From an optimization exercise on the open Yosys and OpenROAD flow, aimed at small area, a short achievable clock period and few clock cycles; shortcuts taken in it are not production practice.
The RTL was checked by simulation tests, not by an equivalence proof against the original design.
Power is estimated from default activity; no workload was simulated.

**flow/design.v**
```verilog
package sw_seq_pkg;
    typedef enum logic [1:0] {
        BASE_A = 2'd0,
        BASE_C = 2'd1,
        BASE_G = 2'd2,
        BASE_T = 2'd3
    } base_t;
    localparam int SCORE_W_DEF = 10;
    localparam int NUM_CELLS_DEF = 16;
endpackage
package sw_ctrl_pkg;
    typedef enum logic [1:0] {
        IDLE  = 2'd0,   
        RUN   = 2'd1,   
        DRAIN = 2'd2,   
        DONE  = 2'd3    
    } sw_state_t;
endpackage
`timescale 1ns/1ps
module sw_step_counter #(
    parameter int CNT_W = 5
) (
    input  logic             clk,
    input  logic             load,    
    input  logic [CNT_W-1:0] value,
    input  logic             dec,
    output logic             zero     
);
    logic [CNT_W-1:0] count;
    assign zero = (count == '0);
    always_ff @(posedge clk) begin
        if (load) begin
            count <= value;
        end else if (dec) begin
            count <= count - CNT_W'(1);
        end
    end
endmodule
`timescale 1ns/1ps
module sw_array_fsm #(
    parameter int   CNT_W = 5
) (
    input  logic             clk,
    input  logic             rst,
    input  logic             start,          
    input  logic             target_valid,
    input  logic             target_last,
    input  logic             drain_zero,     
    output logic             drain_load,     
    output logic             drain_dec,
    output logic             run,            
    output logic             clr,            
    output logic             busy,
    output logic             done
);
    sw_ctrl_pkg::sw_state_t state;
    always_ff @(posedge clk) begin
        if (rst) begin
            state <= sw_ctrl_pkg::IDLE;
        end else begin
            case (state)
                sw_ctrl_pkg::IDLE:  if (start) state <= sw_ctrl_pkg::RUN;
                sw_ctrl_pkg::RUN:   if (target_valid && target_last) state <= sw_ctrl_pkg::DRAIN;
                sw_ctrl_pkg::DRAIN: if (drain_zero) state <= sw_ctrl_pkg::DONE;
                default:            state <= sw_ctrl_pkg::IDLE;   
            endcase
        end
    end
    assign run        = (state == sw_ctrl_pkg::RUN);
    assign clr        = (state == sw_ctrl_pkg::IDLE);
    assign drain_load = run;                               
    assign drain_dec  = (state == sw_ctrl_pkg::DRAIN);
    assign busy       = run || drain_dec;
    assign done       = (state == sw_ctrl_pkg::DONE);
endmodule
`timescale 1ns/1ps
module sw_query_bank #(
    parameter int   NUM_CELLS = 8,
    localparam int  CNT_W     = $clog2(NUM_CELLS + 1)
) (
    input  logic                                clk,
    input  logic                                start,    
    input  logic [CNT_W-1:0]                    len,
    input  logic                                wr,
    input  sw_seq_pkg::base_t                   base,
    output logic [CNT_W-1:0]                    len_q,    
    output sw_seq_pkg::base_t [NUM_CELLS-1:0]   bases,    
    output logic [NUM_CELLS-1:0]                head      
);
    always_ff @(posedge clk) begin
        if (wr) begin
            bases <= {base, bases[NUM_CELLS-1:1]};
        end
    end
    always_ff @(posedge clk) begin
        if (start) begin
            len_q <= len;
        end
    end
    for (genvar c = 0; c < NUM_CELLS; c++) begin : g_head
        assign head[c] = (len_q == CNT_W'(NUM_CELLS - c));
    end
endmodule
`timescale 1ns/1ps
module sw_cell #(
    parameter int   SCORE_W   = 10,
    parameter int   NUM_CELLS = 8,
    parameter int   INDEX     = 0,   
    localparam int  H_W       = SCORE_W - 1,   
    localparam int  IDX_W     = (NUM_CELLS > 1) ? $clog2(NUM_CELLS) : 1
) (
    input  logic                      clk,
    input  logic                      rst,
    input  logic                      clr,            
    input  logic                      head,           
    input  sw_seq_pkg::base_t         query,
    input  logic signed [SCORE_W-1:0] match_score,
    input  logic signed [SCORE_W-1:0] mismatch_score,
    input  logic signed [SCORE_W-1:0] gap_open,
    input  logic                      col_valid,      
    input  sw_seq_pkg::base_t         col_base,
    input  logic                      valid_in,       
    input  sw_seq_pkg::base_t         target_in,
    input  logic        [H_W-1:0]     h_in,           
    input  logic        [H_W-1:0]     h_max_in,       
    input  logic        [IDX_W-1:0]   h_max_idx_in,
    output logic                      valid_out,      
    output sw_seq_pkg::base_t         target_out,
    output logic        [H_W-1:0]     h_out,          
    output logic        [H_W-1:0]     h_max_out,
    output logic        [IDX_W-1:0]   h_max_idx_out
);
    logic        [H_W-1:0]     h_diag;       
    logic signed [SCORE_W-1:0] sub, s_diag, s_gap, next_h;
    logic signed [SCORE_W-1:0] diag_w, hv_w;    
    logic        [H_W-1:0]     hv;
    logic        [H_W-1:0]     keep_max;
    logic        [IDX_W-1:0]   keep_idx;
    always_ff @(posedge clk) begin
        if (rst) begin
            valid_out <= 1'b0;
        end else begin
            valid_out <= head ? col_valid : valid_in;
        end
    end
    always_ff @(posedge clk) begin
        target_out <= head ? col_base : target_in;
        h_diag     <= h_in;   
    end
    assign hv     = (h_out > h_in) ? h_out : h_in;
    assign sub    = (query == target_out) ? match_score : mismatch_score;
    assign diag_w = {1'b0, h_diag};
    assign hv_w   = {1'b0, hv};
    assign s_diag = diag_w + sub;
    assign s_gap  = hv_w + gap_open;    
    assign next_h = (s_gap > s_diag) ? s_gap : s_diag;
    always_ff @(posedge clk) begin
        if (clr) begin
            h_out <= '0;
        end else if (valid_out) begin
            h_out <= next_h[SCORE_W-1] ? '0 : next_h[H_W-1:0];   
        end
    end
    assign keep_max = (h_max_out >= h_out) ? h_max_out : h_out;
    assign keep_idx = (h_max_out >= h_out) ? h_max_idx_out : IDX_W'(INDEX);
    always_ff @(posedge clk) begin
        if (clr) begin
            h_max_out     <= '0;
            h_max_idx_out <= '0;
        end else if (h_max_in >= keep_max) begin
            h_max_out     <= h_max_in;
            h_max_idx_out <= h_max_idx_in;
        end else begin
            h_max_out     <= keep_max;
            h_max_idx_out <= keep_idx;
        end
    end
endmodule
`timescale 1ns/1ps
module sw_align_top #(
    parameter int   NUM_CELLS = sw_seq_pkg::NUM_CELLS_DEF,
    parameter int   SCORE_W   = sw_seq_pkg::SCORE_W_DEF,
    localparam int  CNT_W     = $clog2(NUM_CELLS + 1),   
    localparam int  IDX_W     = (NUM_CELLS > 1) ? $clog2(NUM_CELLS) : 1,
    localparam int  H_W       = SCORE_W - 1
) (
    input  logic                      clk,
    input  logic                      rst,
    input  logic                      start,
    input  logic        [CNT_W-1:0]   query_len,
    input  logic                      query_wr,
    input  logic        [1:0]         query_base,
    input  logic                      target_valid,
    input  logic        [1:0]         target_base,
    input  logic                      target_last,
    input  logic signed [SCORE_W-1:0] match_score,
    input  logic signed [SCORE_W-1:0] mismatch_score,
    input  logic signed [SCORE_W-1:0] gap_open,
    output logic                      busy,
    output logic                      done,
    output logic signed [SCORE_W-1:0] best_score,
    output logic        [IDX_W-1:0]   best_query_idx
);
    logic run, clr, drain_load, drain_dec, drain_zero;
    logic [CNT_W-1:0] len_q;
    sw_seq_pkg::base_t [NUM_CELLS-1:0] bases;
    logic [NUM_CELLS-1:0] head;
    logic signed [SCORE_W-1:0] match_q, mismatch_q, gap_q;
    always_ff @(posedge clk) begin
        match_q    <= match_score;
        mismatch_q <= mismatch_score;
        gap_q      <= gap_open;
    end
    sw_array_fsm #(.CNT_W(CNT_W)) fsm_i (
        .clk, .rst, .start, .target_valid, .target_last, .drain_zero,
        .drain_load, .drain_dec, .run, .clr, .busy, .done
    );
    sw_step_counter #(.CNT_W(CNT_W)) cnt_i (
        .clk, .load(drain_load), .value(len_q), .dec(drain_dec), .zero(drain_zero)
    );
    sw_query_bank #(.NUM_CELLS(NUM_CELLS)) bank_i (
        .clk, .start(clr && start), .len(query_len), .wr(run && query_wr),
        .base(sw_seq_pkg::base_t'(query_base)), .len_q, .bases, .head
    );
    logic                      valid_c  [NUM_CELLS+1];
    sw_seq_pkg::base_t         target_c [NUM_CELLS+1];
    logic        [H_W-1:0]     h_c      [NUM_CELLS+1];
    logic        [H_W-1:0]     hmax_c   [NUM_CELLS+1];
    logic        [IDX_W-1:0]   hidx_c   [NUM_CELLS+1];
    assign valid_c[0]  = 1'b0;
    assign target_c[0] = sw_seq_pkg::BASE_A;
    assign h_c[0]      = '0;
    assign hmax_c[0]   = '0;
    assign hidx_c[0]   = '0;
    for (genvar k = 0; k < NUM_CELLS; k++) begin : g_cell
        sw_cell #(.SCORE_W(SCORE_W), .NUM_CELLS(NUM_CELLS), .INDEX(k)) cell_i (
            .clk, .rst, .clr, .head(head[k]), .query(bases[k]),
            .match_score(match_q), .mismatch_score(mismatch_q), .gap_open(gap_q),
            .col_valid(run && target_valid), .col_base(sw_seq_pkg::base_t'(target_base)),
            .valid_in(valid_c[k]), .target_in(target_c[k]),
            .h_in(h_c[k]), .h_max_in(hmax_c[k]), .h_max_idx_in(hidx_c[k]),
            .valid_out(valid_c[k+1]), .target_out(target_c[k+1]),
            .h_out(h_c[k+1]), .h_max_out(hmax_c[k+1]), .h_max_idx_out(hidx_c[k+1])
        );
    end
    assign best_score     = SCORE_W'(hmax_c[NUM_CELLS]);
    assign best_query_idx = (hmax_c[NUM_CELLS] == '0) ? '0
                          : IDX_W'(hidx_c[NUM_CELLS] + IDX_W'(len_q));
endmodule
```
**flow/run.sh**
```bash
#!/bin/bash
# synth_recipe.tcl (not shown) runs the flow's synth.tcl, then flattens the netlist and writes it again
# the make line also repeats each setting of config.mk as NAME=value (left out here)
make -C /OpenROAD-flow-scripts/flow DESIGN_CONFIG=/design/flow/config.mk WORK_HOME=/design/flow/orfs CLKGATE_MAP_FILE= SYNTH_SCRIPT=/design/flow/synth_recipe.tcl finish
```
**flow/config.mk**
```make
export PLATFORM = sky130hd
export DESIGN_NAME = sw_align_top
export DESIGN_NICKNAME = sw_align_top
export VERILOG_FILES = /design/flow/design.v
export SDC_FILE = /design/flow/constraint.sdc
export NUM_CORES = 4
export LEC_CHECK = 0
export CAP_MARGIN = 20
export CORE_MARGIN = 2
export CORE_UTILIZATION = 40
export SLEW_MARGIN = 20
```
**flow/constraint.sdc**
```tcl
create_clock -name core_clock -period 10.0 [get_ports {clk}]
set_input_delay 2.0000 -clock core_clock [delete_from_list [all_inputs] [get_ports {clk}]]
set_output_delay 2.0000 -clock core_clock [all_outputs]
set_load 0.01 [all_outputs]
```
==> key figures, run 1 <==
Status
  – Outcome: no timing/DRC/antenna violations

Setup path
  – CP Launch Point: g_cell[9].cell_i.h_out[1]
  – Req. time, crit path: 10530 ps
  – Reg2reg end: g_cell[10].cell_i.h_out[2]
  – Worst Setup EP: g_cell[10].cell_i.h_out[2]
  – Crit Path Class: flip-flop to flip-flop
  – Critical-path maximum fanout: 10
  – Worst reg-to-reg path cell count: 27
  – CP peak stage delay: 630 ps
  – Reg-to-reg critical path startpoint: g_cell[9].cell_i.h_out[1]
  – Critical path depth: 27
  – CP max stage cell: a21oi_2
  – Worst R2R Setup Slack: 2980 ps
  – Crit path DAT: 7560 ps
  – CP bufs+invs: 2
  – Kind of end point of the critical path: flip-flop
  – CP most frequent cell: o21a_1
  – Critical path launch point type: flip-flop
  – Crit-path leading delay family: compound AO/OA/AOI/OAI gates

STA
  – Endpoints failing hold: 0
  – Least-Margin Pin Slew: 1130 ps
  – Setup TNS: 0 ps
  – Fin. max-slew vios: 0
  – Fin crit period: 7020 ps
  – Worst slew margin: 24.6%
  – Skew final: 36.1 ps
  – Unrepaired setup endpoints after global routing: false
  – Final setup violation count: 0
  – Worst Slack Setup Final: 2980 ps
  – Max frequency: 142 MHz
  – Fin crit share: 70.2%

Synth
  – Synth async-reset ratio: 0%
  – Top cells by area, synth: dfxtp_1, ha_1, mux2i_1
  – Post-Synthesis Cell Area: 49900 sq um
  – Post-synth top area share: 22.1%
  – Count leader, synth: ha_1
  – Synth Register Bits: 594
  – Ys Warns: 30
  – Post-Syn Area per Cell: 9.10 sq um
  – Commonest cells in the netlist: ha_1, dfxtp_1, inv_1
  – Post-synthesis sequential area ratio: 24.7%
  – EDFF count, synth: 42
  – Post-synth cell types: 95
  – Top FF cell, synth: dfxtp_1
  – Synthesized Nets: 6417
  – Post-synthesis cell count: 5489
  – Largest area contributor in the netlist: dfxtp_1

Clock tree
  – Clock transition at path regs: 60 ps
  – CTS tree: built
  – Hold Buf Count CTS: 0
  – Clk buf depth: 3
  – Root Driver: clkbuf_16
  – Cts bufs inserted: 77
  – Post-CTS Setup Repair Bufs: 0
  – H-Tree Depth: 3
  – Post-CTS Resized: 0
  – Clock Sink Count: 594
  – Skew-Pair Late Insertion Delay: 660 ps

Global route
  – Global-route met1 utilization: 32.9%
  – Grt peak-use layer: met2
  – Tot GR Track Use: 23.8%
  – First-pass GRT wire length: 238 mm
  – Initial antenna violation count: 2
  – Met3 usage: 2.85%
  – Largest net degree at the start of global routing: 132
  – Vias in the first global route: 40193
  – Global route overflow: 0
  – Met2 usage: 38.8%

Floorplan
  – Total die area: 128000 sq um
  – Initial Utilization: 40.3%
  – Die Ht: 357 um
  – I/O pin cnt: 61
  – Row count: 129
  – Core area: 124000 sq um
  – DIE WIDTH: 357 um

Cells and area
  – Layout area overhead: 10.3%
  – Share of layout cells above drive strength 1: 8.81%
  – Non-filler instance count after layout: 7223
  – # fillers: 11984
  – Final net count: 6451

Power
  – P per Cell Area: 202 nW/um^2
  – Worst VDD drop: 0.218 mV
  – Lkg Pwr: 0.0245 uW

Route
  – Post-route ant nets: 0
  – DRT Pass-1 Iters: 5
  – Routed wire length: 155 mm
  – Wire per inst: 21.5 um
  – Via count: 41566
  – Vias per inst: 5.75
  – First DRT Iteration DRCs: 2959
  – DRC: 0

Flow run
  – Max cap viols: 0

Worst hold path
  – Hold Path Class: flip-flop to flip-flop

Placement
  – Placer congestion estimate: 0.919
  – Placed Cells incl. Taps: 7080
  – IO Port Bufs: 59
  – Place WS: 2710 ps
  – Detail Placement HPWL: 114 mm
## cell type report
| cell class | instances | area (sq um) | area share [%] |
|---|---|---|---|
| multi-input combinational | 4283 | 35400 | 64.3 |
| sequential | 594 | 12300 | 22.4 |
| clock buffer | 100 | 2120 | 3.85 |
| tap | 1637 | 2050 | 3.72 |
| inverter | 439 | 1650 | 3.00 |
| timing repair buffer | 128 | 1120 | 2.04 |
| clock inverter | 41 | 412 | 0.747 |
| antenna | 1 | 2.50 | 0.00454 |
## cell usage in the layout, fill, tap and decap left out, drive strengths merged, types with 42 or more instances in the layout
cell / n
mux2: 189
xnor2: 175
nor2b: 55
a31oi: 49
nand2: 247
nand3: 66
nand4: 42
or2: 42
clkdlybuf4s50: 59
or3: 47
a21o: 282
o21a: 143
nor3: 138
a21oi: 380
nand2b: 74
a211oi: 67
dfxtp: 552
nor2: 190
o31ai: 197
ha: 851
o21ai: 213
mux2i: 355
buf: 69
clkbuf: 100
edfxtp: 42
inv: 448
xor2: 79
## where the power goes
part           total (uW)  leakage [uW]  internal (uW)  switching, uW
logic                5370        0.0183           2150           3220
registers            2900       0.00487           2660            242
clock network        2820       0.00126           1660           1160
## worst min-delay path by stage
| stage | startpoint | endpoint | slack [ps] | cells after the start |
|---|---|---|---|---|
| final | g_cell[10].cell_i.h_out[4] | g_cell[11].cell_i.h_diag[4] | 410 | 0 |
| after global routing | g_cell[6].cell_i.h_out[0] | g_cell[7].cell_i.h_diag[0] | 420 | 0 |
| after CTS | g_cell[6].cell_i.h_out[0] | g_cell[7].cell_i.h_diag[0] | 410 | 0 |
| after detailed placement | g_cell[10].cell_i.h_out[4] | g_cell[11].cell_i.h_diag[4] | 400 | 0 |
| after global placement | g_cell[12].cell_i.h_out[0] | g_cell[13].cell_i.h_diag[0] | 400 | 0 |
| after floorplan | g_cell[2].cell_i.h_out[5] | g_cell[3].cell_i.h_diag[5] | 370 | 0 |
## sequential cells by signal, indices dropped and copies added, names as in the netlist, 16 cells and up
signal,cells
g_cell.cell_i.h_max_out,144
g_cell.cell_i.h_out,144
g_cell.cell_i.h_diag,135
g_cell.cell_i.h_max_idx_out,49
bank_i.bases,32
g_cell.cell_i.target_out,32
g_cell.cell_i.valid_out,16
## through the flow
step           cell area [sq um]  utilization, %  power (uW)  hold WS, ps
2_1_floorplan              49900               -        6920          367
3_3_place_gp               52500            42.4        8160          403
3_5_place_dp               52500            42.4        8240          404
4_1_cts                    55000            44.4       11100          413
5_1_grt                    55100            44.5       11800          423
6_report                   55100            44.5       11100          414
## worst reg2reg max path, stage by stage, from the launching register on
cell,delay (ps)
dfxtp_1,510
inv_1,250
ha_1,360
nor2b_1,140
o21a_1,120
o21a_1,130
o21a_1,110
o21a_1,100
o21a_1,100
o21ai_0,90
a21oi_2,630
mux2i_1,370
ha_1,300
a211oi_1,320
o21a_1,200
o21bai_1,90
a21oi_1,240
o21ai_0,170
xnor2_1,200
inv_1,70
ha_1,350
nand4_1,160
or2_2,330
o31ai_1,290
nor2_1,80
a21oi_1,420
mux2_2,490
o31ai_1,310
## cell families (layout without fill, tap and decap cells)
| group | Yosys count | in the layout | share of synthesized area [%] |
|---|---|---|---|
| AO/OA/AOI/OAI | 1611 | 1611 | 22.2 |
| XOR/XNOR | 255 | 255 | 4.50 |
| adder cells (fa/ha/maj) | 894 | 894 | 22.8 |
| buffers and inverters | 612 | 708 | 4.66 |
| flip-flops | 594 | 594 | 24.7 |
| multiplexers | 544 | 544 | 11.4 |
| other | 1 | 2 | 0.00751 |
| AND/OR/NAND/NOR | 978 | 978 | 9.79 |
## metal layers
layer,up-vias,share of wire (%)
li1,20399,-
met2,1123,45
met5,-,0
met3,256,5.2
met1,19788,47
met4,0,3.2
Testbench counts, summed over its fixed seeds: cycles 23,613.
==> run 2, diff against run 1 <==
--- a/flow/design.v
+++ b/flow/design.v
@@ -134,6 +134,19 @@
     logic signed [SCORE_W-1:0] sub, s_diag, s_gap, next_h;
-    logic signed [SCORE_W-1:0] diag_w, hv_w;    
-    logic        [H_W-1:0]     hv;
-    logic        [H_W-1:0]     keep_max;
-    logic        [IDX_W-1:0]   keep_idx;
+    logic signed [SCORE_W-1:0] diag_w;    
+    function automatic logic ge_u(input logic [H_W-1:0] a, input logic [H_W-1:0] b);
+        logic r;
+        r = 1'b1;
+        for (int i = 0; i < H_W; i++) begin
+            r = (a[i] & ~b[i]) | (~(a[i] ^ b[i]) & r);
+        end
+        ge_u = r;
+    endfunction
+    function automatic logic gt_s(input logic [SCORE_W-1:0] a, input logic [SCORE_W-1:0] b);
+        logic r;
+        r = 1'b0;
+        for (int i = 0; i < SCORE_W - 1; i++) begin
+            r = (a[i] & ~b[i]) | (~(a[i] ^ b[i]) & r);
+        end
+        gt_s = (~a[SCORE_W-1] & b[SCORE_W-1]) | (~(a[SCORE_W-1] ^ b[SCORE_W-1]) & r);
+    endfunction
     always_ff @(posedge clk) begin
@@ -149,9 +162,14 @@
     end
-    assign hv     = (h_out > h_in) ? h_out : h_in;
+    logic signed [SCORE_W-1:0] left_w, up_w, s_left, s_up;
+    logic left_ge;
+    assign left_ge = ge_u(h_out, h_in);
     assign sub    = (query == target_out) ? match_score : mismatch_score;
     assign diag_w = {1'b0, h_diag};
-    assign hv_w   = {1'b0, hv};
+    assign left_w = {1'b0, h_out};
+    assign up_w   = {1'b0, h_in};
     assign s_diag = diag_w + sub;
-    assign s_gap  = hv_w + gap_open;    
-    assign next_h = (s_gap > s_diag) ? s_gap : s_diag;
+    assign s_left = left_w + gap_open;   
+    assign s_up   = up_w + gap_open;
+    assign s_gap  = left_ge ? s_left : s_up;
+    assign next_h = gt_s(s_gap, s_diag) ? s_gap : s_diag;
     always_ff @(posedge clk) begin
@@ -163,15 +181,17 @@
     end
-    assign keep_max = (h_max_out >= h_out) ? h_max_out : h_out;
-    assign keep_idx = (h_max_out >= h_out) ? h_max_idx_out : IDX_W'(INDEX);
+    logic                      take_in;
+    logic        [H_W-1:0]     wave_max;
+    logic        [IDX_W-1:0]   wave_idx;
+    assign take_in  = ge_u(h_max_in, h_out);
+    assign wave_max = take_in ? h_max_in : h_out;
+    assign wave_idx = take_in ? h_max_idx_in : IDX_W'(INDEX);
     always_ff @(posedge clk) begin
         if (clr) begin
-            h_max_out     <= '0;
-            h_max_idx_out <= '0;
-        end else if (h_max_in >= keep_max) begin
-            h_max_out     <= h_max_in;
-            h_max_idx_out <= h_max_idx_in;
-        end else begin
-            h_max_out     <= keep_max;
-            h_max_idx_out <= keep_idx;
-        end
+            h_max_out <= '0;
+        end else begin
+            h_max_out <= wave_max;
+        end
+    end
+    always_ff @(posedge clk) begin
+        h_max_idx_out <= wave_idx;   
     end
@@ -218,3 +238,3 @@
     sw_step_counter #(.CNT_W(CNT_W)) cnt_i (
-        .clk, .load(drain_load), .value(len_q), .dec(drain_dec), .zero(drain_zero)
+        .clk, .load(drain_load), .value(len_q - CNT_W'(1)), .dec(drain_dec), .zero(drain_zero)
     );
@@ -245,5 +265,50 @@
     end
-    assign best_score     = SCORE_W'(hmax_c[NUM_CELLS]);
-    assign best_query_idx = (hmax_c[NUM_CELLS] == '0) ? '0
-                          : IDX_W'(hidx_c[NUM_CELLS] + IDX_W'(len_q));
-endmodule
+    logic [H_W-1:0]   acc_max, wave_max, last_h, best;
+    logic [IDX_W-1:0] acc_row, wave_row, last_row, best_row;
+    logic [IDX_W-1:0] acc_cell, best_cell;   
+    logic             acc_ge_wave, acc_ge_last, wave_ge_last;
+    function automatic logic ge_u(input logic [H_W-1:0] a, input logic [H_W-1:0] b);
+        logic r;
+        r = 1'b1;
+        for (int i = 0; i < H_W; i++) begin
+            r = (a[i] & ~b[i]) | (~(a[i] ^ b[i]) & r);
+        end
+        ge_u = r;
+    endfunction
+    assign wave_max = hmax_c[NUM_CELLS-1];
+    assign wave_row = IDX_W'(hidx_c[NUM_CELLS-1] + IDX_W'(len_q));
+    assign last_h   = h_c[NUM_CELLS];
+    assign last_row = IDX_W'(len_q - CNT_W'(1));
+    assign acc_ge_wave  = ge_u(acc_max, wave_max) &&
+                          ((acc_max != wave_max) || (acc_cell <= hidx_c[NUM_CELLS-1]));
+    assign acc_ge_last  = ge_u(acc_max, last_h);
+    assign wave_ge_last = ge_u(wave_max, last_h);
+    always_comb begin
+        if (acc_ge_wave && acc_ge_last) begin
+            best      = acc_max;
+            best_row  = acc_row;
+            best_cell = acc_cell;
+        end else if (!acc_ge_wave && wave_ge_last) begin
+            best      = wave_max;
+            best_row  = wave_row;
+            best_cell = hidx_c[NUM_CELLS-1];
+        end else begin
+            best      = last_h;
+            best_row  = last_row;
+            best_cell = IDX_W'(NUM_CELLS - 1);
+        end
+    end
+    always_ff @(posedge clk) begin
+        if (clr) begin
+            acc_max  <= '0;
+            acc_row  <= '0;
+            acc_cell <= '0;
+        end else begin
+            acc_max  <= best;
+            acc_row  <= best_row;
+            acc_cell <= best_cell;
+        end
+    end
+    assign best_score     = SCORE_W'(best);
+    assign best_query_idx = best_row;
+endmodule
==> key figures, run 2 <==
Setup path
  – Crit path DAT: 4050 ps
  – Critical path launch point type: flip-flop
  – Req. time, crit path: 8000 ps
  – Crit Path Class: flip-flop to output pin
  – Critical-path maximum fanout: 10
  – Kind of end point of the critical path: output pin

Cells and area
  – Commonest non-fill, non-tap cell in the layout: ha_1
  – # fillers: 10534
  – Commonest cells after routing, fill and taps aside: ha_1, dfxtp_1, nor2_1
  – Fin area: 48800 sq um
  – Final net count: 5615
  – Layout area overhead: 11.3%
  – Largest regs: g_cell.cell_i.h_out (144), g_cell.cell_i.h_max_out (135), g_cell.cell_i.h_diag (135)
  – Max FFs per register: 144
  – Largest Register: g_cell.cell_i.h_out
  – Share of layout cells above drive strength 1: 11.4%

Clock tree
  – Clk buf depth: 3
  – Hold Buf Count CTS: 0
  – Post-CTS Resized: 0
  – H-Tree Depth: 3
  – Clock transition at path regs: 60 ps
  – Cts bufs inserted: 74
  – Clock Sink Count: 598
  – Skew-Pair Late Insertion Delay: 650 ps
  – Post-CTS Setup Repair Bufs: 0
  – CTS tree: built
  – Root Driver: clkbuf_16

STA
  – Unrepaired setup endpoints after global routing: false
  – Worst Slack Setup Final: 3950 ps
  – Least-Margin Pin Slew: 1140 ps
  – Skew final: 27.8 ps
  – Worst slew margin: 23.8%
  – Endpoints failing hold: 0
  – Setup TNS: 0 ps
  – Fin. max-slew vios: 0
  – Fin crit share: 60.5%
  – Final setup violation count: 0
  – Max frequency: 165 MHz
  – Fin crit period: 6050 ps

Global route
  – Global route overflow: 0
  – Initial antenna violation count: 2
  – Largest net degree at the start of global routing: 157
  – Vias in the first global route: 33805
  – Tot GR Track Use: 23.2%
  – First-pass GRT wire length: 201 mm

Worst hold path
  – Hold Path Class: flip-flop to flip-flop

Power
  – Switching Share: 35.4%
  – Worst VDD drop: 0.185 mV
  – Gate power share: 34.0%
  – P per Cell Area: 168 nW/um^2
  – Sw Pwr: 2900 uW
  – Clock network power share: 33.6%
  – Flop pwr share: 32.4%
  – Lkg Pwr: 0.0208 uW
  – Cell Int Power: 5280 uW

Synth
  – Count leader, synth: ha_1
  – Top cells by area, synth: dfxtp_1, ha_1, mux2_2
  – Largest area contributor in the netlist: dfxtp_1
  – Post-synth cell types: 90
  – EDFF count, synth: 42
  – Post-synthesis sequential area ratio: 28.3%
  – Ys Warns: 30
  – Post-Syn Area per Cell: 9.28 sq um
  – Synth async-reset ratio: 0%
  – Post-synth top area share: 25.4%
  – Synthesized Nets: 5529
  – Top FF cell, synth: dfxtp_1
  – Synth Register Bits: 598
  – Commonest cells in the netlist: ha_1, dfxtp_1, nor2_1
  – Post-Synthesis Cell Area: 43800 sq um
  – Post-synthesis cell count: 4724

Status
  – Outcome: no timing/DRC/antenna violations

Placement
  – Placed cell area: 46300 sq um
  – Placer congestion estimate: 0.908
  – IO Port Bufs: 59
  – Detail Placement HPWL: 98.5 mm
  – Place WS: 4660 ps

Floorplan
  – I/O pin cnt: 61
  – Row count: 121
  – Total die area: 112000 sq um
  – Initial Utilization: 40.3%
  – Core area: 109000 sq um
  – DIE WIDTH: 335 um
  – Die Ht: 335 um

Route
  – Wire per inst: 21.0 um
  – Post-route ant nets: 0
  – Met3 WL: 6.65 mm
  – M1 wire length: 61.3 mm
  – DRC: 0
  – DRT Pass-1 Iters: 5
  – Vias per inst: 5.50
  – DR WL met2: 60.0 mm
  – Via count: 34590
  – First DRT Iteration DRCs: 2341
  – Top sig layer: met4
  – Routed wire length: 132 mm

Flow run
  – Max cap viols: 0
-- run 2: worst paths after layout --
| kind | slack, ps | to | depth (start not counted) | start |
|---|---|---|---|---|
| max | 3950 | best_score[7] | 9 | g_cell[15].cell_i.h_out[6] |
| min | 420 | g_cell[6].cell_i.h_max_idx_out[1] | 1 | g_cell[5].cell_i.h_max_idx_out[1] |
| max reg2reg | 4630 | g_cell[11].cell_i.h_out[4] | 18 | bank_i.bases[23] |
| min reg2reg | 420 | g_cell[6].cell_i.h_max_idx_out[1] | 1 | g_cell[5].cell_i.h_max_idx_out[1] |
-- run 2: logic make-up (layout without fill, tap and decap cells) --
family / count (synthesis) / after routing / share of synthesized area, %
compound gates: 928 / 928 / 14.4
xor+xnor: 277 / 277 / 5.54
fa+ha+maj: 760 / 760 / 22.2
buf+inv: 410 / 555 / 3.69
flops: 598 / 598 / 28.3
mux: 502 / 502 / 12.2
other cells: 1 / 3 / 0.00856
simple gates: 1248 / 1248 / 13.6
-- run 2: metal layers --
metal	track usage, %	vias to the layer above
met5	0	-
met4	6.61	0
met3	3.11	216
met2	38.3	831
met1	31.5	16384
li1	-	17159
-- run 2: metrics by stage --
| stage | hold slack [ps] | total power [uW] | util (%) | std cells |
|---|---|---|---|---|
| floorplan | 367 | 4720 | - | 4724 |
| global placement | 399 | 5430 | 42.6 | 6148 |
| detailed placement | 405 | 5450 | 42.6 | 6148 |
| CTS | 420 | 8220 | 44.8 | 6283 |
| global route | 424 | 8620 | 44.9 | 6283 |
| finish | 420 | 8180 | 44.9 | 6285 |
-- run 2: power by group through the flow --
| stage | clock network, uW | registers [uW] | logic (uW) |
|---|---|---|---|
| floorplan | 0 | 2660 | 2060 |
| global placement | 0 | 2700 | 2730 |
| detailed placement | 0 | 2700 | 2750 |
| CTS | 2800 | 2650 | 2770 |
| global route | 2900 | 2660 | 3060 |
| finish | 2750 | 2650 | 2780 |
-- run 2: critical path, stage by stage, from the launching register on --
cell and delay [ps]:
dfxtp_1 510, inv_1 110, ha_1 310, a2111oi_0 400, o21ai_0 180, o22ai_2 430, a21oi_2 200, a21oi_2 480
a221o_1 260, clkdlybuf4s50_1 540
-- run 2: area by class of cell --
type                            instances  area, sq um  area share (%)
Antenna cell                            2         5.00          0.0103
Clock buffer                           97         2020            4.14
Clock inverter                         38          434           0.890
Inverter                              301         1130            2.32
Multi-Input combinational cell       3716        30000            61.4
Sequential cell                       598        12400            25.4
Tap cell                             1414         1770            3.63
Timing Repair Buffer                  119         1050            2.16
Testbench counts of run 2, summed over its fixed seeds: cycles 23,229.
==> run 3, diff against run 2 <==
--- a/flow/config.mk
+++ b/flow/config.mk
@@ -10,2 +10,3 @@
 export CORE_UTILIZATION = 40
+export SETUP_SLACK_MARGIN = 5
 export SLEW_MARGIN = 20
==> key figures, run 3 <==
Worst hold path
  – Hold Path Class: flip-flop to flip-flop
  – Worst hold start: g_cell[5].cell_i.h_max_idx_out[1]

Setup path
  – Critical path launch point type: flip-flop
  – Reg-to-reg critical path startpoint: bank_i.bases[23]
  – Critical-path maximum fanout: 5
  – Kind of end point of the critical path: output pin
  – Crit path DAT: 3030 ps
  – CP Launch Point: g_cell[14].cell_i.h_max_out[1]
  – Crit Path Class: flip-flop to output pin
  – Req. time, crit path: 8000 ps

STA
  – Unrepaired setup endpoints after global routing: true
  – Max frequency: 199 MHz
  – Final setup violation count: 0
  – Least-Margin Pin Slew: 1140 ps
  – Endpoints failing hold: 0
  – Setup TNS: 0 ps
  – Fin. max-slew vios: 0
  – Fin crit share: 50.3%
  – Fin crit period: 5030 ps
  – Worst slew margin: 23.7%
  – Skew final: 27.0 ps
  – Final hold slack: 420 ps

Cells and area
  – Largest regs: g_cell.cell_i.h_out (144), g_cell.cell_i.h_max_out (135), g_cell.cell_i.h_diag (135)
  – Layout area overhead: 13.1%
  – Reg area: 12400 sq um
  – Share of layout cells above drive strength 1: 13.8%
  – Largest Register: g_cell.cell_i.h_out
  – Number of diodes: 0
  – Non-filler instance count after layout: 6324
  – Commonest cells after routing, fill and taps aside: ha_1, dfxtp_1, nor2_1
  – Area of the multi-input gates: 30400 sq um
  – Max FFs per register: 144
  – Final net count: 5656
  – Commonest non-fill, non-tap cell in the layout: ha_1
  – # fillers: 10453

Power
  – Switching Share: 35.5%
  – Sw Pwr: 3020 uW
  – Flop pwr share: 31.1%
  – Worst VDD drop: 0.189 mV
  – Cell Int Power: 5500 uW
  – Lkg Pwr: 0.0212 uW
  – P per Cell Area: 172 nW/um^2
  – Gate power share: 36.6%
  – Clock network power share: 32.2%

Synth
  – Post-synth cell types: 90
  – Top cells by area, synth: dfxtp_1, ha_1, mux2_2
  – Ys Warns: 30
  – Post-Synthesis Cell Area: 43800 sq um
  – EDFF count, synth: 42
  – Synthesized Nets: 5529
  – Synth Register Bits: 598
  – Post-synthesis sequential area ratio: 28.3%
  – Top FF cell, synth: dfxtp_1
  – Commonest cells in the netlist: ha_1, dfxtp_1, nor2_1
  – Post-synth top area share: 25.4%
  – Post-synthesis cell count: 4724
  – Largest area contributor in the netlist: dfxtp_1
  – Synth async-reset ratio: 0%
  – Count leader, synth: ha_1
  – Post-Syn Area per Cell: 9.28 sq um

Clock tree
  – Skew-Pair Late Insertion Delay: 650 ps
  – CTS tree: built
  – Cts bufs inserted: 74
  – Hold Buf Count CTS: 0
  – Root Driver: clkbuf_16
  – Clock transition at path regs: 60 ps
  – Clock Sink Count: 598
  – Clk buf depth: 3
  – H-Tree Depth: 3

Floorplan
  – DIE WIDTH: 335 um
  – Initial Utilization: 40.3%
  – Row count: 121
  – Total die area: 112000 sq um
  – Core area: 109000 sq um
  – Die Ht: 335 um
  – I/O pin cnt: 61

Route
  – DRC: 0
  – Via count: 34918
  – Routed wire length: 133 mm
  – Vias per inst: 5.52
  – DRT Pass-1 Iters: 6
  – First DRT Iteration DRCs: 2361
  – Post-route ant nets: 0
  – DR WL met2: 61.0 mm
  – Top sig layer: met4
  – M1 wire length: 61.8 mm
  – Wire per inst: 21.1 um
  – Met3 WL: 6.85 mm

Flow run
  – Max cap viols: 0

Placement
  – IO Port Bufs: 59
  – Detail Placement HPWL: 98.5 mm
  – Placed Cells incl. Taps: 6148
  – Placer congestion estimate: 0.908

Global route
  – Tot GR Track Use: 23.3%
  – Global route overflow: 0
  – First-pass GRT wire length: 202 mm
  – Vias in the first global route: 33963
  – Largest net degree at the start of global routing: 157
  – Initial antenna violation count: 2

Status
  – Outcome: no timing/DRC/antenna violations
run 3: cell counts after synthesis:
Identical to the previous run, type by type.
run 3: layout make-up:
cell class | count | share of cell area, %
multi-input cells | 3718 | 61.3
clock buffers | 97 | 4.07
clock inverters | 38 | 0.876
well taps | 1414 | 3.57
flip-flops and latches | 598 | 25.1
repair buffers | 158 | 2.84
inverters | 301 | 2.28
run 3: critical path, cell delays in order, from the launching register on:
cell and delay [ps]:
dfxtp_2 330, inv_1 80, ha_4 270, nor2b_4 130, nor3_2 40, o21a_1 210
o31ai_4 290, and2_4 220, buf_6 110, a21oi_4 70, clkbuf_16 160, a221o_1 330
buf_2 140
run 3: path summary, 6_finish.rpt:
check,endpoint,slack [ps],cells past startpoint
worst max-delay path,best_query_idx[0],4970,12
worst min-delay path,g_cell[6].cell_i.h_max_idx_out[1],420,1
worst max register to register,g_cell[11].cell_i.h_out[1],5240,20
worst min register to register,g_cell[6].cell_i.h_max_idx_out[1],420,1
run 3: what timing repair did:
item / 4_1_cts / 5_1_grt
pin swaps: 15 / 28
resized for setup: 95 / 68
setup endpoints to repair: 35 / 139
setup buffers: 15 / 23
gates cloned: 2 / 1
run 3: cell families after synthesis:
group                    synth area share, %
AND/OR/NAND/NOR                         13.6
AO/OA/AOI/OAI                           14.4
adder cells (fa/ha/maj)                 22.2
flip-flops                              28.3
multiplexers                            12.2
buffers and inverters                   3.69
XOR/XNOR                                5.54
other                                0.00856
run 3: power groups by stage:
stage                     clock (uW)  combinational [uW]  sequential (uW)
final                           2750                3120             2650
after global routing            2900                3400             2660
after CTS                       2800                2950             2650
after detailed placement           0                2750             2700
after global placement             0                2730             2700
after floorplan                    0                2060             2660
run 3: metal layers:
metal  GRT usage [%]  up-vias
li1                -    17243
met1            31.7    16556
met2            38.5      892
met3            3.17      227
met4            6.72        0
met5               0        -
run 3: per-stage QoR:
step / setup slack [ps] / util [%] / area [sq um] / power, uW
floorplan: 5330 / - / 43800 / 4720
CTS: 4880 / 45.1 / 49000 / 8400
global placement: 4710 / 42.6 / 46300 / 5430
finish: 4970 / 45.6 / 49600 / 8520
global route: 4870 / 45.6 / 49600 / 8960
detailed placement: 4660 / 42.6 / 46300 / 5450
==> run 4, diff against run 3 <==
--- a/flow/config.mk
+++ b/flow/config.mk
@@ -9,3 +9,3 @@
 export CORE_MARGIN = 2
-export CORE_UTILIZATION = 40
+export CORE_UTILIZATION = 60
 export SETUP_SLACK_MARGIN = 5
==> key figures, run 4 <==
STA
  – Setup TNS: 0 ps
  – Least-Margin Pin Slew: 991 ps
  – Fin. max-slew vios: 0
  – Final setup violation count: 0
  – Max frequency: 198 MHz
  – Worst slew margin: 33.7%
  – Skew final: 33.2 ps
  – Fin crit share: 50.5%
  – Fin crit period: 5050 ps
  – Unrepaired setup endpoints after global routing: true
  – Endpoints failing hold: 0

Synth
  – Post-synth top area share: 25.4%
  – Post-synth cell types: 90
  – Post-Syn Area per Cell: 9.28 sq um
  – Ys Warns: 30
  – Commonest cells in the netlist: ha_1, dfxtp_1, nor2_1
  – Synth async-reset ratio: 0%
  – Largest area contributor in the netlist: dfxtp_1
  – Post-synthesis sequential area ratio: 28.3%
  – Top FF cell, synth: dfxtp_1
  – Synth Register Bits: 598
  – Post-Synthesis Cell Area: 43800 sq um
  – EDFF count, synth: 42
  – Count leader, synth: ha_1
  – Synthesized Nets: 5529
  – Top cells by area, synth: dfxtp_1, ha_1, mux2_2
  – Post-synthesis cell count: 4724

Floorplan
  – I/O pin cnt: 61
  – Row count: 99
  – Initial Utilization: 60.4%
  – Die Ht: 274 um
  – DIE WIDTH: 274 um
  – Core area: 72600 sq um
  – Total die area: 75200 sq um

Global route
  – Global route overflow: 0
  – Grt peak-use layer: met2
  – Tot GR Track Use: 34.1%
  – Global-route met1 utilization: 46.6%
  – Met3 usage: 4.13%
  – Largest net degree at the start of global routing: 71
  – Met2 usage: 56.1%
  – Initial antenna violation count: 2
  – Vias in the first global route: 34026
  – First-pass GRT wire length: 197 mm

Clock tree
  – H-Tree Depth: 3
  – Cts bufs inserted: 73
  – Hold Buf Count CTS: 0
  – CTS tree: built
  – Clock Sink Count: 598
  – Clock transition at path regs: 60 ps
  – Root Driver: clkbuf_16
  – Clk buf depth: 3
  – Skew-Pair Late Insertion Delay: 630 ps

Setup path
  – Crit path DAT: 3050 ps
  – Critical-path maximum fanout: 4
  – Kind of end point of the critical path: output pin
  – Critical path launch point type: flip-flop
  – Crit Path Class: flip-flop to output pin
  – Req. time, crit path: 8000 ps

Power
  – Gate power share: 35.9%
  – Clock network power share: 34.2%
  – Power, Total: 8860 uW
  – Worst VDD drop: 0.185 mV
  – P per Cell Area: 180 nW/um^2
  – Cell Int Power: 5860 uW
  – Switching Share: 33.9%
  – Lkg Pwr: 0.0213 uW
  – Flop pwr share: 29.9%
  – Sw Pwr: 3000 uW

Placement
  – IO Port Bufs: 59
  – Placer congestion estimate: 0.937
  – Detail Placement HPWL: 95.2 mm

Cells and area
  – Max FFs per register: 144
  – Commonest non-fill, non-tap cell in the layout: ha_1
  – Final net count: 5652
  – Layout area overhead: 12.1%
  – Largest Register: g_cell.cell_i.h_out
  – Share of layout cells above drive strength 1: 13.3%
  – Commonest cells after routing, fill and taps aside: ha_1, dfxtp_1, nor2_1
  – Largest regs: g_cell.cell_i.h_out (144), g_cell.cell_i.h_max_out (135), g_cell.cell_i.h_diag (135)

Route
  – Vias per inst: 5.99
  – Post-route ant nets: 0
  – DRT Pass-1 Iters: 5
  – Via count: 35156
  – First DRT Iteration DRCs: 2515
  – Routed wire length: 130 mm
  – Wire per inst: 22.2 um
  – DRC: 0

Worst hold path
  – Hold Path Class: flip-flop to flip-flop

Flow run
  – Max cap viols: 0

Status
  – Outcome: no timing/DRC/antenna violations
-- run 4: worst paths after layout --
check	startpoint	endpoint	slack [ps]	cells past startpoint
min reg2reg	g_cell[5].cell_i.h_max_idx_out[2]	g_cell[6].cell_i.h_max_idx_out[2]	410	1
max reg2reg	bank_i.bases[30]	g_cell[15].cell_i.h_out[1]	5310	17
min	g_cell[5].cell_i.h_max_idx_out[2]	g_cell[6].cell_i.h_max_idx_out[2]	410	1
max	g_cell[14].cell_i.h_max_idx_out[1]	best_score[2]	4950	13
-- run 4: what timing repair did --
item,in CTS,in global routing
resized for setup,74,63
endpoints found under the setup margin,34,122
hold endpoints to repair,0,0
gates cloned,1,1
buffers inserted,16,23
pin swaps,14,24
-- run 4: area by class of cell --
cell class,instances,area (sq um)
Clock inverter,36,603
Clock buffer,98,2140
Timing Repair Buffer,155,1380
Tap cell,959,1200
Multi-Input combinational cell,3718,30200
Antenna cell,2,5.00
Sequential cell,598,12400
Fill cell,5997,23500
Inverter,301,1130
-- run 4: routing by layer --
| metal | vias to the layer above | wire length (um) |
|---|---|---|
| met5 | - | 0 |
| met4 | 0 | 4540 |
| li1 | 17242 | - |
| met2 | 978 | 58900 |
| met1 | 16665 | 59900 |
| met3 | 271 | 6990 |
-- run 4: kinds of logic (layout without fill, tap and decap cells) --
kind of cell    Yosys count  in the layout  synth area share, %
fa+ha+maj               760            760                 22.2
flops                   598            598                 28.3
xor+xnor                277            277                 5.54
buf+inv                 410            590                 3.69
mux                     502            502                 12.2
other cells               1              3              0.00856
simple gates           1248           1248                 13.6
compound gates          928            930                 14.4
-- run 4: power by group through the flow --
stage          sequential [uW]  clock, uW  combinational, uW
5_1_grt                   2660       3150               3440
3_3_place_gp              2700          0               2680
3_5_place_dp              2700          0               2700
6_report                  2650       3030               3180
4_1_cts                   2650       3070               2860
2_1_floorplan             2660          0               2060
-- run 4: per-stage QoR --
step                      worst slack [ps]  utilization (%)  std cells  hold WS, ps  area, sq um
after floorplan                       5330                -       4724          367        43800
after global placement                4840             62.9       5690          394        45700
final                                 4950             67.7       5867          413        49100
after detailed placement              4790             62.9       5690          400        45700
after CTS                             4880             67.0       5841          414        48600
after global routing                  4840             67.7       5865          418        49100
-- run 4: critical path, stage by stage (launching register included) --
cell and delay (ps):
dfxtp_2 350, inv_4 50, ha_4 210, nor2b_4 120
o211ai_1 290, a2111oi_4 130, nor2_2 220, and2_4 200
buf_12 110, buf_6 90, a21oi_4 60, buf_4 140
a221o_1 300, buf_2 150
==> run 5, diff against run 4 <==
--- a/flow/design.v
+++ b/flow/design.v
@@ -151,2 +151,22 @@
     endfunction
+    function automatic logic [SCORE_W-1:0] add_bk(input logic [SCORE_W-1:0] a,
+                                                  input logic [SCORE_W-1:0] b);
+        logic [SCORE_W-1:0] p, g, p0;
+        p0 = a ^ b;
+        p  = p0;
+        g  = a & b;
+        for (int d = 1; d < SCORE_W; d = d * 2) begin
+            for (int j = 2 * d - 1; j < SCORE_W; j = j + 2 * d) begin
+                g[j] = g[j] | (p[j] & g[j-d]);
+                p[j] = p[j] & p[j-d];
+            end
+        end
+        for (int d = 2 ** ($clog2(SCORE_W) - 1); d >= 1; d = d / 2) begin
+            for (int j = 3 * d - 1; j < SCORE_W; j = j + 2 * d) begin
+                g[j] = g[j] | (p[j] & g[j-d]);
+                p[j] = p[j] & p[j-d];
+            end
+        end
+        add_bk = p0 ^ {g[SCORE_W-2:0], 1'b0};
+    endfunction
     always_ff @(posedge clk) begin
@@ -169,5 +189,5 @@
     assign up_w   = {1'b0, h_in};
-    assign s_diag = diag_w + sub;
-    assign s_left = left_w + gap_open;   
-    assign s_up   = up_w + gap_open;
+    assign s_diag = add_bk(diag_w, sub);
+    assign s_left = add_bk(left_w, gap_open);   
+    assign s_up   = add_bk(up_w, gap_open);
     assign s_gap  = left_ge ? s_left : s_up;
--- a/flow/config.mk
+++ b/flow/config.mk
@@ -9,3 +9,3 @@
 export CORE_MARGIN = 2
-export CORE_UTILIZATION = 60
+export CORE_UTILIZATION = 40
 export SETUP_SLACK_MARGIN = 5
==> key figures, run 5 <==
STA
  – Fin crit share: 49.0%
  – Worst slew margin: 26.4%
  – Final setup violation count: 0
  – Final hold slack: 402 ps
  – Least-Margin Pin Slew: 1100 ps
  – Fin crit period: 4900 ps
  – Max frequency: 204 MHz
  – Fin. max-slew vios: 0
  – Endpoints failing hold: 0
  – Unrepaired setup endpoints after global routing: false
  – Setup TNS: 0 ps
  – Skew final: 31.9 ps

Worst hold path
  – Worst hold start: g_cell[1].cell_i.h_out[8]
  – WHS Endpoint: g_cell[2].cell_i.h_diag[8]
  – Hold Path Class: flip-flop to flip-flop
  – WHS Path Cells: 0

Route
  – DRC: 0
  – Vias per inst: 5.53
  – Post-route ant nets: 0
  – Wire per inst: 22.8 um
  – Routed wire length: 133 mm
  – Via count: 32109
  – DRT Pass-1 Iters: 5
  – First DRT Iteration DRCs: 2696

Cells and area
  – Reg area: 12400 sq um
  – Largest Register: g_cell.cell_i.h_out
  – Share of layout cells above drive strength 1: 13.4%
  – Final core utilization: 46.3%
  – Commonest non-fill, non-tap cell in the layout: ha_1
  – Area of the multi-input gates: 28200 sq um
  – Largest regs: g_cell.cell_i.h_out (144), g_cell.cell_i.h_max_out (135), g_cell.cell_i.h_diag (135)
  – # fillers: 9743
  – Final net count: 5237
  – Max FFs per register: 144
  – Commonest cells after routing, fill and taps aside: ha_1, dfxtp_1, inv_1
  – Fin area: 48000 sq um
  – Layout area overhead: 14.5%

Power
  – Lkg Pwr: 0.0217 uW
  – Worst VDD drop: 0.147 mV
  – Power, Total: 8480 uW
  – P per Cell Area: 177 nW/um^2

Setup path
  – Crit Path Class: flip-flop to output pin
  – Reg-to-reg critical path startpoint: bank_i.bases[30]
  – Reg2reg end: g_cell[15].cell_i.h_out[3]
  – Critical-path maximum fanout: 5
  – Worst R2R Setup Slack: 5170 ps
  – Crit path DAT: 2900 ps
  – Req. time, crit path: 8000 ps
  – Critical path launch point type: flip-flop
  – Kind of end point of the critical path: output pin
  – Worst reg-to-reg path cell count: 23

Synth
  – Post-synth top area share: 26.5%
  – Post-synthesis cell count: 4219
  – Post-Synthesis Cell Area: 41900 sq um
  – Commonest cells in the netlist: ha_1, dfxtp_1, inv_1
  – Top FF cell, synth: dfxtp_1
  – Synth async-reset ratio: 0%
  – Top cells by area, synth: dfxtp_1, ha_1, fa_1
  – Post-Syn Area per Cell: 9.94 sq um
  – EDFF count, synth: 42
  – Largest area contributor in the netlist: dfxtp_1
  – Post-synthesis sequential area ratio: 29.5%
  – Synthesized Nets: 5086
  – Count leader, synth: ha_1
  – Synth Register Bits: 598
  – Ys Warns: 30
  – Post-synth cell types: 67

Clock tree
  – Cts bufs inserted: 72
  – CTS tree: built
  – Skew-Pair Late Insertion Delay: 650 ps
  – Clock Sink Count: 598
  – Root Driver: clkbuf_16
  – Clock transition at path regs: 60 ps
  – Clk buf depth: 3
  – H-Tree Depth: 3
  – Hold Buf Count CTS: 0

Global route
  – Tot GR Track Use: 24.4%
  – Vias in the first global route: 31160
  – First-pass GRT wire length: 197 mm
  – Global route overflow: 0
  – Initial antenna violation count: 6
  – Largest net degree at the start of global routing: 56

Floorplan
  – Initial Utilization: 40.4%
  – Core area: 104000 sq um
  – Total die area: 107000 sq um
  – I/O pin cnt: 61
  – Die Ht: 328 um
  – Row count: 118
  – DIE WIDTH: 328 um

Placement
  – Placer congestion estimate: 0.930
  – Detail Placement HPWL: 95.0 mm
  – Placed cell area: 44100 sq um
  – IO Port Bufs: 59

Flow run
  – Max cap viols: 0

Status
  – Outcome: no timing/DRC/antenna violations
[run 5: cell types whose count changed after synthesis, sizes merged, moves of 75 or more]
cell | previous run | this run
nor3 | 87 | 9
nor2 | 434 | 252
mux2 | 263 | 174
inv | 301 | 395
nand3 | 58 | 215
o21ai | 232 | 79
fa | 32 | 156
nand2 | 281 | 202
xnor2 | 198 | 100
a21oi | 205 | 127
nor2b | 94 | 19
[run 5: worst max-delay path by stage]
stage / startpoint / end / slack, ps / cells after the start
after floorplan: bank_i.bases[30] / g_cell[15].cell_i.h_out[4] / 5140 / 24
after global placement: bank_i.bases[30] / g_cell[15].cell_i.h_out[6] / 4550 / 22
after detailed placement: bank_i.bases[31] / g_cell[15].cell_i.h_out[8] / 4410 / 22
after CTS: g_cell[14].cell_i.h_max_out[2] / best_query_idx[1] / 4940 / 13
after global routing: bank_i.bases[2] / g_cell[1].cell_i.h_out[5] / 4960 / 23
final: g_cell[15].cell_i.h_out[6] / best_query_idx[2] / 5100 / 10
[run 5: cell families after synthesis]
kind of cell    Yosys count  share of synthesized area, %
mux                     479                          11.9
flops                   598                          29.5
compound gates          680                          11.9
fa+ha+maj               822                          27.3
other cells               1                       0.00894
simple gates            962                          11.0
buf+inv                 512                          4.81
xor+xnor                165                          3.44
[run 5: final cells by class]
class                      instances  area share [%]
antenna                            1         0.00521
clock buffer                      94            4.27
clock inverter                    36            1.09
inverter                         395            3.09
multi-input combinational       3112            58.7
sequential                       598            25.9
tap                             1380            3.60
timing repair buffer             191            3.37
[run 5: where the power goes]
group / internal (uW) / total (uW) / switching [uW] / leakage, uW
registers: 2550 / 2650 / 98.6 / 0.00489
clock network: 1740 / 2870 / 1130 / 0.00126
logic: 1220 / 2960 / 1740 / 0.0155
[run 5: stage by stage]
step | std cells | setup slack [ps]
4_1_cts | 5766 | 4940
6_report | 5807 | 5100
3_5_place_dp | 5583 | 4410
2_1_floorplan | 4219 | 5140
3_3_place_gp | 5583 | 4550
5_1_grt | 5806 | 4960
[run 5: layer usage]
layer | up-vias | wire length (um) | part of all wire, % | global-route usage (%)
li1 | 15302 | - | - | -
met1 | 15523 | 62700 | 47 | 35.8
met2 | 1073 | 56000 | 42 | 36.7
met3 | 211 | 9610 | 7.2 | 3.22
met4 | 0 | 4360 | 3.3 | 7.87
met5 | - | 0 | 0 | 0
[run 5: critical path: stages (launching register included)]
cell	delay, ps
dfxtp_4	390
inv_2	70
ha_1	300
a2111oi_1	400
o21ai_1	180
buf_4	180
nand3_4	110
buf_6	140
nand3_1	90
nand2_1	120
dlygate4sd2_1	280
[run 5: what timing repair did]
item                                    4_1_cts  5_1_grt
cloned                                        3        0
pin swaps                                    22       37
setup buffers                                50       40
endpoints found under the setup margin      136      148
resized for setup                            82       93
hold endpoints to repair                      0        0
Testbench counts of run 5, summed over its fixed seeds: cycles 23,229.
==> run 6, diff against run 5 <==
--- a/flow/config.mk
+++ b/flow/config.mk
@@ -10,2 +10,5 @@
 export CORE_UTILIZATION = 40
+export CTS_BUF_LIST = sky130_fd_sc_hd__clkbuf_16
+export CTS_CLUSTER_DIAMETER = 100
+export CTS_CLUSTER_SIZE = 28
 export SETUP_SLACK_MARGIN = 5
==> key figures, run 6 <==
Setup path
  – Critical-path maximum fanout: 4
  – Crit Path Class: flip-flop to output pin
  – Crit path DAT: 2930 ps
  – Req. time, crit path: 8000 ps
  – Kind of end point of the critical path: output pin
  – Critical path launch point type: flip-flop

Placement
  – Place WS: 4410 ps
  – Detail Placement HPWL: 95.0 mm
  – IO Port Bufs: 59
  – Placer congestion estimate: 0.930

Route
  – Via count: 31836
  – Post-route ant nets: 0
  – Vias per inst: 5.55
  – DRC: 0
  – First DRT Iteration DRCs: 2712
  – DRT Pass-1 Iters: 6
  – Routed wire length: 131 mm
  – Wire per inst: 22.9 um

Synth
  – Count leader, synth: ha_1
  – Synth Register Bits: 598
  – Synthesized Nets: 5086
  – Ys Warns: 30
  – EDFF count, synth: 42
  – Post-synth top area share: 26.5%
  – Top FF cell, synth: dfxtp_1
  – Commonest cells in the netlist: ha_1, dfxtp_1, inv_1
  – Largest area contributor in the netlist: dfxtp_1
  – Post-Synthesis Cell Area: 41900 sq um
  – Post-Syn Area per Cell: 9.94 sq um
  – Top cells by area, synth: dfxtp_1, ha_1, fa_1
  – Post-synthesis sequential area ratio: 29.5%
  – Post-synth cell types: 67
  – Post-synthesis cell count: 4219
  – Synth async-reset ratio: 0%

Cells and area
  – Commonest cells after routing, fill and taps aside: ha_1, dfxtp_1, inv_1
  – Largest Register: g_cell.cell_i.h_out
  – Final core utilization: 45.1%
  – Reg area: 12400 sq um
  – Final net count: 5195
  – Share of layout cells above drive strength 1: 12.3%
  – Largest regs: g_cell.cell_i.h_out (144), g_cell.cell_i.h_max_out (135), g_cell.cell_i.h_diag (135)
  – # fillers: 9847
  – Layout area overhead: 11.6%
  – Area of the multi-input gates: 28400 sq um
  – Max FFs per register: 144
  – Commonest non-fill, non-tap cell in the layout: ha_1

STA
  – Skew final: 32.9 ps
  – Final setup violation count: 0
  – Worst Slack Setup Final: 5070 ps
  – Max frequency: 203 MHz
  – Least-Margin Pin Slew: 1120 ps
  – Endpoints failing hold: 0
  – Fin. max-slew vios: 0
  – Fin crit share: 49.3%
  – Worst slew margin: 25.3%
  – Unrepaired setup endpoints after global routing: true
  – Fin crit period: 4930 ps
  – Setup TNS: 0 ps

Global route
  – Global-route met1 utilization: 35.9%
  – Grt peak-use layer: met2
  – Global route overflow: 0
  – Initial antenna violation count: 5
  – Tot GR Track Use: 24.0%
  – First-pass GRT wire length: 195 mm
  – Vias in the first global route: 30604
  – Met2 usage: 36.3%
  – Largest net degree at the start of global routing: 56
  – Met3 usage: 2.64%

Floorplan
  – Row count: 118
  – DIE WIDTH: 328 um
  – Total die area: 107000 sq um
  – I/O pin cnt: 61
  – Initial Utilization: 40.4%
  – Die Ht: 328 um
  – Core area: 104000 sq um

Clock tree
  – Clock Sink Count: 598
  – H-Tree Depth: 2
  – Hold Buf Count CTS: 0
  – Root Driver: clkbuf_16
  – Skew-Pair Late Insertion Delay: 610 ps
  – Clk buf depth: 3
  – Cts bufs inserted: 34
  – Clock transition at path regs: 100 ps
  – CTS tree: built

Power
  – Lkg Pwr: 0.0211 uW
  – Worst VDD drop: 0.132 mV
  – P per Cell Area: 156 nW/um^2

Flow run
  – Max cap viols: 0

Status
  – Outcome: no timing/DRC/antenna violations

Worst hold path
  – Hold Path Class: flip-flop to flip-flop
run 6: cell counts after synthesis:
Identical to the previous run, type by type.
run 6: cells by family after synthesis:
| kind of cell | synth area share, % |
|---|---|
| compound gates | 11.9 |
| other cells | 0.00894 |
| fa+ha+maj | 27.3 |
| flops | 29.5 |
| simple gates | 11.0 |
| buf+inv | 4.81 |
| xor+xnor | 3.44 |
| mux | 11.9 |
run 6: area by class of cell:
cell class              instances  area share (%)
diodes                          4          0.0214
well taps                    1380            3.69
inverters                     395            3.17
clock buffers                  37            1.98
clock inverters                24           0.601
repair buffers                186            3.42
flip-flops and latches        598            26.5
multi-input cells            3113            60.6
run 6: path summary, 6_finish.rpt:
path	start	end	slack, ps	cells after the start
worst max-delay path	g_cell[15].cell_i.h_out[6]	best_score[6]	5070	10
worst min-delay path	g_cell[13].cell_i.h_max_idx_out[2]	g_cell[14].cell_i.h_max_idx_out[2]	420	1
worst max register to register	bank_i.bases[2]	g_cell[1].cell_i.h_out[5]	5170	23
worst min register to register	g_cell[13].cell_i.h_max_idx_out[2]	g_cell[14].cell_i.h_max_idx_out[2]	420	1
run 6: critical path, cell delays in order (launching register included):
cell and delay (ps):
dfxtp_4 400, clkinvlp_4 110, ha_1 280, o21a_1 180, o21a_1 180, o22a_4 270
nor2b_4 150, buf_4 150, a22oi_1 190, nand2_1 120, dlygate4sd2_1 300
run 6: timing repair:
item | in CTS | in global routing
setup buffers | 40 | 45
resized for setup | 64 | 121
cloned | 4 | 0
endpoints found under the setup margin | 138 | 148
pin swaps | 19 | 43
run 6: report_power, final:
| group | internal, uW | switching [uW] |
|---|---|---|
| Combinational | 1210 | 1740 |
| Sequential | 2550 | 102 |
| Clock | 727 | 986 |
run 6: metal layers:
metal / vias up / share of wire (%)
met5: - / 0
met4: 0 / 3.2
met3: 185 / 6.9
met2: 1020 / 42
met1: 15446 / 48
li1: 15185 / -
run 6: stage by stage:
step                      power (uW)  hold WS [ps]  cells  instance area [sq um]
after floorplan                 4430           365   4219                  41900
after global placement          5140           395   5583                  44100
after detailed placement        5160           394   5583                  44100
after CTS                       7100           414   5688                  45900
after global routing            7680           420   5733                  46800
final                           7310           416   5737                  46800
==> run 7, diff against run 6 <==
--- a/flow/config.mk
+++ b/flow/config.mk
@@ -11,4 +11,4 @@
 export CTS_BUF_LIST = sky130_fd_sc_hd__clkbuf_16
-export CTS_CLUSTER_DIAMETER = 100
-export CTS_CLUSTER_SIZE = 28
+export CTS_CLUSTER_DIAMETER = 80
+export CTS_CLUSTER_SIZE = 20
 export SETUP_SLACK_MARGIN = 5
==> key figures, run 7 <==
Status
  – Outcome: no timing/DRC/antenna violations

Cells and area
  – Area of the multi-input gates: 28400 sq um
  – Layout area overhead: 12.3%
  – Share of layout cells above drive strength 1: 12.8%
  – Commonest non-fill, non-tap cell in the layout: ha_1
  – Non-filler instance count after layout: 5755
  – Reg area: 12400 sq um
  – Largest regs: g_cell.cell_i.h_out (144), g_cell.cell_i.h_max_out (135), g_cell.cell_i.h_diag (135)
  – # fillers: 9834
  – Final net count: 5207
  – Largest Register: g_cell.cell_i.h_out
  – Max FFs per register: 144
  – Commonest cells after routing, fill and taps aside: ha_1, dfxtp_1, inv_1
  – Final core utilization: 45.4%

Clock tree
  – CTS tree: built
  – Clk buf depth: 3
  – Hold Buf Count CTS: 0
  – H-Tree Depth: 2
  – Root Driver: clkbuf_16
  – Skew-Pair Late Insertion Delay: 660 ps
  – Clock Sink Count: 598
  – Clock transition at path regs: 90 ps
  – Cts bufs inserted: 45

Setup path
  – Critical path launch point type: flip-flop
  – Crit Path Class: flip-flop to output pin
  – Reg-to-reg critical path startpoint: bank_i.bases[31]
  – Worst reg-to-reg path cell count: 23
  – CP bufs+invs: 2
  – Reg2reg end: g_cell[15].cell_i.h_out[3]
  – Worst R2R Setup Slack: 5160 ps
  – Cell chain of the critical path: inv_2, ha_1, a2111oi_2, o21ai_2, and3_4, a22oi_1, nand2_1, dlygate4sd2_1
  – Req. time, crit path: 8000 ps
  – CP peak stage delay: 430 ps
  – Kind of end point of the critical path: output pin
  – Critical-path maximum fanout: 7
  – CP max stage cell: a2111oi_2
  – Crit path DAT: 2920 ps
  – Crit-path leading delay family: compound AO/OA/AOI/OAI gates

STA
  – Unrepaired setup endpoints after global routing: true
  – Endpoints failing hold: 0
  – Fin. max-slew vios: 0
  – Fin crit share: 49.2%
  – Final setup violation count: 0
  – Least-Margin Pin Slew: 1130 ps
  – Skew final: 40.5 ps
  – Worst slew margin: 24.4%
  – Max frequency: 203 MHz
  – Setup TNS: 0 ps
  – Fin crit period: 4920 ps

Synth
  – Count leader, synth: ha_1
  – Post-Syn Area per Cell: 9.94 sq um
  – Top cells by area, synth: dfxtp_1, ha_1, fa_1
  – Ys Warns: 30
  – EDFF count, synth: 42
  – Post-synthesis sequential area ratio: 29.5%
  – Synthesized Nets: 5086
  – Largest area contributor in the netlist: dfxtp_1
  – Post-Synthesis Cell Area: 41900 sq um
  – Top FF cell, synth: dfxtp_1
  – Commonest cells in the netlist: ha_1, dfxtp_1, inv_1
  – Post-synthesis cell count: 4219
  – Synth async-reset ratio: 0%
  – Post-synth cell types: 67
  – Synth Register Bits: 598
  – Post-synth top area share: 26.5%

Floorplan
  – I/O pin cnt: 61
  – Initial Utilization: 40.4%
  – Row count: 118
  – Die Ht: 328 um
  – Core area: 104000 sq um
  – DIE WIDTH: 328 um
  – Total die area: 107000 sq um

Global route
  – Initial antenna violation count: 5
  – Global route overflow: 0
  – Vias in the first global route: 30661
  – Tot GR Track Use: 24.2%
  – First-pass GRT wire length: 196 mm
  – Largest net degree at the start of global routing: 56

Flow run
  – Max cap viols: 0

Power
  – Lkg Pwr: 0.0213 uW
  – Power, Total: 7640 uW
  – P per Cell Area: 162 nW/um^2
  – Worst VDD drop: 0.131 mV

Placement
  – Placer congestion estimate: 0.930
  – Detail Placement HPWL: 95.0 mm
  – IO Port Bufs: 59
  – Placed Cells incl. Taps: 5583

Route
  – Via count: 31853
  – Wire per inst: 23.0 um
  – Routed wire length: 132 mm
  – Vias per inst: 5.53
  – DRC: 0
  – Post-route ant nets: 0
  – DRT Pass-1 Iters: 5
  – First DRT Iteration DRCs: 2697

Worst hold path
  – WHS Path Cells: 0
  – Hold Path Class: flip-flop to flip-flop
  – Worst hold start: g_cell[1].cell_i.h_out[8]
  – WHS Endpoint: g_cell[2].cell_i.h_diag[8]
-- run 7: cells by family after synthesis --
kind of cell             count (synthesis)  synth area share (%)
multiplexers                           479                  11.9
AND/OR/NAND/NOR                        962                  11.0
XOR/XNOR                               165                  3.44
buffers and inverters                  512                  4.81
AO/OA/AOI/OAI                          680                  11.9
adder cells (fa/ha/maj)                822                  27.3
other                                    1               0.00894
flip-flops                             598                  29.5
-- run 7: per-stage QoR --
step / setup WS, ps / hold WS [ps] / area [sq um]
global placement: 4550 / 395 / 44100
floorplan: 5140 / 365 / 41900
finish: 5080 / 396 / 47100
CTS: 4890 / 394 / 46300
global route: 4920 / 409 / 47100
detailed placement: 4410 / 394 / 44100
-- run 7: layout make-up --
type / instances / area share, %
tap: 1380 / 3.67
timing repair buffer: 186 / 3.36
inverter: 395 / 3.15
sequential: 598 / 26.4
antenna: 1 / 0.00531
multi-input combinational: 3114 / 60.2
clock inverter: 32 / 0.611
clock buffer: 49 / 2.60
-- run 7: worst max path at each step --
stage          cells after the start                           start                          to  slack (ps)
2_1_floorplan                     24                bank_i.bases[30]  g_cell[15].cell_i.h_out[4]        5140
3_3_place_gp                      22                bank_i.bases[30]  g_cell[15].cell_i.h_out[6]        4550
3_5_place_dp                      22                bank_i.bases[31]  g_cell[15].cell_i.h_out[8]        4410
4_1_cts                           13  g_cell[14].cell_i.h_max_out[2]           best_query_idx[1]        4890
5_1_grt                           10      g_cell[15].cell_i.h_out[5]               best_score[3]        4920
6_report                           8      g_cell[15].cell_i.h_out[6]               best_score[6]        5080
-- run 7: metal layers --
metal / vias to the layer above / part of all wire [%] / GRT usage [%]
li1: 15226 / - / -
met1: 15408 / 47 / 36.0
met2: 1026 / 42 / 36.5
met3: 193 / 7.1 / 3.15
met4: 0 / 3.3 / 7.04
met5: - / 0 / 0
-- run 7: where the power goes --
part           total (uW)  internal [uW]  switching (uW)
Clock                1980            928            1050
Sequential           2650           2550             101
Combinational        3010           1240            1760
-- run 7: what timing repair did --
action	in CTS	in global routing
setup endpoints to repair	140	149
gates resized for setup	85	124
cloned	5	0
pin swaps	19	43
setup buffers	41	44

==> port drivers added, routing unchanged <==
The flow's constraints put no driver on any port. The routed layouts listed below were extracted and timed again, unchanged, in two steps. Step 1: set_driving_cell puts a clkbuf_16 on clk and a buf_2 on each other input, an assumption about the parent block. Step 2, shift: input delay + t, output delay - t, t = (earliest + latest rising clock arrival at the registers) / 2. This alone moves slack from input paths to output paths. a / b / c = no drivers / after step 1 / after step 2; a / b = the first two.
run	shift t [ns]	slack for setup (ns)	worst setup path after step 2
run 1	0.722	2.979 / 2.979 / 2.979	register to register
run 2	0.701	3.951 / 3.887 / 4.587	register to output
run 3	0.701	4.974 / 4.909 / 5.242	register to register
run 4	0.684	4.947 / 4.876 / 5.308	register to register
run 5	0.706	5.105 / 5.031 / 5.171	register to register
run 6	0.673	5.075 / 4.999 / 5.170	register to register
run 7	0.720	5.080 / 5.008 / 5.156	register to register
After both steps setup and hold are still met in every run listed.
